What follows belongs to an exercise in optimizing a design on an open flow for small area, a short achievable clock period and few clock cycles per item; a production flow would make more cautious choices.
The RTL was checked by simulation tests, not by an equivalence proof against the original design.
No activity file was given, so power comes from the tool's default toggle rates.

File: design/flow/run.sh
#!/bin/bash
# synth_recipe.tcl (not shown) runs the flow's synth.tcl, then flattens the netlist and writes it again
# the make line also repeats each setting of config.mk as NAME=value (left out here)
make -C /OpenROAD-flow-scripts/flow DESIGN_CONFIG=/design/flow/config.mk WORK_HOME=/design/flow/orfs CLKGATE_MAP_FILE= SYNTH_SCRIPT=/design/flow/synth_recipe.tcl finish
File: design/flow/design.v
package mem_pkg;
  localparam int OP_STORE_BIT = 2;
  localparam logic [1:0] SIZE_B   = 2'b00;
  localparam logic [1:0] SIZE_H   = 2'b01;
  localparam logic [1:0] SIZE_W   = 2'b10;
  localparam logic [1:0] SIZE_INV = 2'b11;
  typedef enum logic [1:0] {
    FC_NONE     = 2'b00,
    FC_INVALID  = 2'b01,
    FC_MISALIGN = 2'b10,
    FC_RANGE    = 2'b11
  } fault_cause_t;
  typedef enum logic [1:0] {IDLE, ACCESS, DONE} state_t;
  function automatic [2:0] size_to_bytes(input [1:0] sz);
    size_to_bytes = sz == SIZE_B ? 3'd1 : sz == SIZE_H ? 3'd2 : 3'd4;
  endfunction
endpackage
module mem_byte_array #(
  parameter int ADDR_BITS = 8
) (
  input  logic                 clk,
  input  logic                 we,
  input  logic [ADDR_BITS-1:0] addr,
  input  logic [7:0]           wr_data,
  output logic [7:0]           rd_data
);
  logic [7:0] mem [2**ADDR_BITS];
  always_ff @(posedge clk)
    if (we) mem[addr] <= wr_data;
  assign rd_data = mem[addr];
endmodule
import mem_pkg::*;
module mem_access_seq #(
  parameter int ADDR_BITS = 8
) (
  input  logic        clk,
  input  logic        reset_n,
  input  logic        start,
  input  logic [2:0]  op,
  input  logic        load_unsigned,
  input  logic [31:0] addr,
  input  logic [31:0] in,
  output logic [31:0] out,
  output logic        busy,
  output logic        done,
  output logic        fault,
  output logic [1:0]  fault_cause
);
  mem_pkg::state_t state, next;
  mem_pkg::fault_cause_t fc, cause;
  logic [2:0] op_q;
  logic uns_q;
  logic [ADDR_BITS-1:0] addr_q, baddr;
  logic [31:0] data_q, ld, ld_ext;
  logic [1:0] idx;
  logic last, we;
  logic [7:0] rd;
  always_comb begin
    cause = op[1:0] == SIZE_INV ? FC_INVALID
          : (op[1:0] == SIZE_H && addr[0]) || (op[1:0] == SIZE_W && addr[1:0] != 2'b00) ? FC_MISALIGN
          : |addr[31:ADDR_BITS] ? FC_RANGE : FC_NONE;
    last = idx == (op_q[1:0] == SIZE_B ? 2'd0 : op_q[1:0] == SIZE_H ? 2'd1 : 2'd3);
    ld = out;
    ld[8*idx +: 8] = rd;
    ld_ext = !last ? ld
           : op_q[1:0] == SIZE_B ? {{24{~uns_q & ld[7]}}, ld[7:0]}
           : op_q[1:0] == SIZE_H ? {{16{~uns_q & ld[15]}}, ld[15:0]} : ld;
    next = state == IDLE ? (start ? (cause == FC_NONE ? ACCESS : DONE) : IDLE)
         : state == ACCESS ? (last ? DONE : ACCESS) : IDLE;
  end
  assign baddr = addr_q | ADDR_BITS'(idx);
  assign we = state == ACCESS && op_q[OP_STORE_BIT];
  assign busy = state != IDLE;
  assign done = state == DONE;
  assign fault_cause = fc;
  mem_byte_array #(.ADDR_BITS(ADDR_BITS)) u_arr (
    .clk(clk),
    .we(we),
    .addr(baddr),
    .wr_data(data_q[8*idx +: 8]),
    .rd_data(rd)
  );
  always_ff @(posedge clk or negedge reset_n) begin
    if (!reset_n) begin
      state  <= IDLE;
      out    <= '0;
      fault  <= 1'b0;
      fc     <= FC_NONE;
      op_q   <= '0;
      uns_q  <= 1'b0;
      addr_q <= '0;
      data_q <= '0;
      idx    <= '0;
    end else begin
      state <= next;
      if (state == IDLE && start) begin
        op_q   <= op;
        uns_q  <= load_unsigned;
        addr_q <= addr[ADDR_BITS-1:0];
        data_q <= in;
        idx    <= '0;
        out    <= '0;
        fault  <= cause != FC_NONE;
        fc     <= cause;
      end else if (state == ACCESS) begin
        idx <= idx + 2'd1;
        if (!op_q[OP_STORE_BIT]) out <= ld_ext;
      end
    end
  end
endmodule
File: design/flow/constraint.sdc
create_clock -name core_clock -period 6.0 [get_ports {clk}]
set_input_delay 1.2000 -clock core_clock [delete_from_list [all_inputs] [get_ports {clk}]]
set_output_delay 1.2000 -clock core_clock [all_outputs]
set_load 0.01 [all_outputs]
File: design/flow/config.mk
export PLATFORM = sky130hd
export DESIGN_NAME = mem_access_seq
export DESIGN_NICKNAME = mem_access_seq
export VERILOG_FILES = /design/flow/design.v
export SDC_FILE = /design/flow/constraint.sdc
export NUM_CORES = 4
export LEC_CHECK = 0
export CAP_MARGIN = 20
export CORE_MARGIN = 2
export CORE_UTILIZATION = 40
export SLEW_MARGIN = 20
==> results.toml <==
[sta]
finalMaxSlewViolations = 0
hold_viol = 0
setup_ws_ps = 1170
rsz0062_at_grt = "no"
setup_viol = 0
skew_ps = 62.5
fmax_mhz = 207
layout_min_cycle_time_ps = 4830
slew_headroom = 0.244
min_period_over_period = 0.804
tightest_slew_ps = 1130
fin_setup_tns_ps = 0

[placed_design]
io_buffers = 107
place_ws_ps = 1220
place.gp.congestion = 0.913
dp_hpwl_mm = 146

[synth]
synth-xor-area-share = 0.000104
synthCells = 5003
synth_warnings = 2
synth.distinct_cells = 73
synthMuxAreaShare = 0.0981
synthArstFlopShare = 0.0389
synth_compound_area_frac = 0.0525
yosysSeqAreaShare = 0.757
synth_top_family_by_area = "multiplexers"
synthSimpleGateAreaFrac = 0.0730
syn_area_um2 = 83900
synth_edf_count = 2048
syn_nets = 5078
ys_seq_elements = 2131
syn_avg_cell_area_um2 = 16.8
synth_flop_cell = "edfxtp_1"
synthAdderAreaFrac = 0.000596

[setup_path]
max_stage_delay_ps = 790
crit_start = "idx[0]"
endpoint_kind = "register"
r2r_start = "idx[0]"
crit_fanout = 57
crit_type = "reg2reg"
crit_path_top_delay_cell = "buf_4"
startpoint_type = "register"
path_cells = "or2_4 -> buf_4 -> mux2i_1 -> o32ai_1 -> nor4_1 -> and4b_1 -> o21ai_0 -> o211ai_1 -> and2_1 -> o2bb2ai_1"
critical_path_arrival_ps = 5570
worstPathRequired_ps = 6750

[route]
vias_per_cell = 5.79
drt_iter0_drc = 6341
met3_length_mm = 22.3
wl_met2_mm = 105
met1Wirelength_mm = 96.4
drt_first_pass_iters = 6
routedWlPerCell_um = 28.4
top_layer_used = "met5"
vias = 47303
wl_mm = 232
ant_nets = 0
drc = 0

[layout]
seq_area_um2 = 63600
diodes = 0
num-fill-cells = 17711
multi_input_area_um2 = 19000
drive_gt1_frac = 0.147
areaGrowthSynthToFinish_pct = 14.4
nets = 5268

[cts]
ctsResizeCount = 0
cts_sinks = 2131
cts.clk_slew.worst_paths_ps = 60
cts_buffer_depth = 3
cts_hold_buf = 0
clk-insertion-delay-late_ps = 870
numCtsBuffers = 213
cts_root_buffer = "clkbuf_16"
htreeDepth = 4
tritoncts = "done"
postCtsSetupRepairBufs = 0

[power]
finalPower_mw = 34.2
ir_worst_vdd_mv = 0.303
p_leak_nw = 30.9
p_per_area_nw_per_um2 = 357

[floorplan]
die_area_um2 = 214000
rows = 168
die_w_um = 462
start_util = 0.401
die_h_um = 462
core-area_um2 = 209000
ios = 108

[grt]
grt_max_degree = 171
overflow = 0
grt_pass1_wl_mm = 334
grt_pass1_vias = 45928
antenna_found_initial = 5
track_usage = 0.216

[run]
timing.max_cap.violations = 0

[outcome]
status = "complete, no violations"

[hold_path]
hold_path.class = "in2async"
==> cell usage in the layout, fill, tap and decap left out, types with 12 or more instances in the layout <==
cell and instances:
edfxtp_1 2048, nand2_1 722, mux2i_1 305, nor2_1 297
mux4_2 214, clkbuf_16 214, nand3_1 162, buf_4 160
clkdlybuf4s50_1 106, a22oi_1 92, o21ai_0 79, dfrtp_1 79
o22ai_1 76, clkbuf_1 56, a32oi_1 43, clkinv_1 39
a31oi_1 38, or3b_2 33, a21oi_1 28, a211oi_1 28
buf_12 28, o32ai_1 26, o211ai_1 25, bufinv_16 25
o2bb2ai_1 24, nor4_1 23, or4_1 23, a32o_1 23
clkinv_2 22, nand4_1 17, a41o_1 15, inv_1 14
nor3b_1 14, nor2b_1 12, a22o_1 12, a311oi_1 12
==> power by group <==
group          total, mW  internal, mW  switching [mW]  leakage [nW]
registers           16.8          16.7          0.0504          19.6
clock network       13.5          7.74            5.72          3.40
logic               3.98          1.18            2.80          7.93
total               34.2          25.7            8.57          30.9
==> synthesized netlist by cell type, drive strengths merged, types with 17 or more instances <==
library cell     n  area (um2)
a211oi          28         210
buf            124         747
o211ai          25         188
dfrtp           83        2080
a21oi           28         140
edfxtp        2048       61500
o22ai           76         475
a31oi           38         238
nand2          723        2710
nand4           17         106
mux4           222        5000
a32oi           43         377
o32ai           26         228
nand3          170         851
or3b            33         289
a32o            23         230
clkbuf         195         732
or4             23         173
mux2i          305        3050
a22oi           93         703
nor2           304        1140
nor4            24         156
o21ai           83         423
o2bb2ai         24         210
==> cell families after synthesis <==
group / after synthesis
flip-flops: 2131
AND/OR/NAND/NOR: 1392
AO/OA/AOI/OAI: 597
multiplexers: 543
buffers and inverters: 335
adder cells (fa/ha/maj): 4
XOR/XNOR: 1
==> per-layer routing <==
| metal | up-vias | global-route usage |
|---|---|---|
| met3 | 389 | 0.0431 |
| met4 | 2 | 0.0747 |
| met2 | 2469 | 0.328 |
| met5 | - | 0 |
| met1 | 24352 | 0.309 |
| li1 | 20091 | - |
==> through the flow <==
step	cells	utilization	instance area, um2	hold WS [ps]
2_1_floorplan	5003	-	83900	440
3_3_place_gp	7783	0.425	89000	453
3_5_place_dp	7783	0.425	89000	456
4_1_cts	8170	0.459	96000	300
5_1_grt	8170	0.459	96000	347
6_report	8170	0.459	96000	339
==> flip-flops by register name, summed over array words and instances, names as in the netlist <==
signal,flops
fault,1
op_q,3
uns_q,1
u_arr.mem,2048
idx,2
state,2
fc,2
addr_q,8
data_q,32
out,32
==> critical path: cells and delay by family, from the launching register on <==
| kind | cells | cell delay, ps |
|---|---|---|
| simple gates | 4 | 1730 |
| compound gates | 4 | 1310 |
| buf+inv | 1 | 790 |
| flops | 1 | 400 |
| mux | 1 | 400 |
==> worst paths after layout <==
check                      endpoint  slack (ps)  cells past startpoint
setup / recovery            out[27]        1170                     10
hold / removal              out[27]         340                      1
setup reg to reg            out[27]        1170                     10
hold reg to reg               fc[1]         460                      2
max in group asynchronous    idx[0]        4560                      2
min in group core_clock       fc[1]         460                      2
==> final cells by class <==
cell class	count	area share
clock buffers	276	0.0588
clock inverters	111	0.0147
inverters	16	0.000625
multi-input cells	2537	0.198
flip-flops and latches	2131	0.662
well taps	2805	0.0365
repair buffers	294	0.0294
Testbench counts, summed over its fixed seeds: cycles 11,784, items 2,400.

separate check: timing with driven ports:
Ports are ideal in the flow. The routed layout listed here was re-timed in OpenROAD. Step 1, drivers: a clkbuf_16 drives clk and a buf_2 each remaining input, both assumed. Step 2, shift: input delay + t, output delay - t, t = (earliest + latest rising clock arrival at the registers) / 2. This alone moves slack from input paths to output paths. Slacks: ideal / step 1 / step 2; pairs: ideal / step 1.
t, ns: 0.920
setup WS [ns]: 1.173 / 1.173 / 1.173
latest minus earliest clock arrival (ns): 0.063 / 0.062
After both steps setup and hold are still met in this run. For this run, drivers alone change the setup slack by 0.000 ns; drivers and shift together by 0.000 ns.
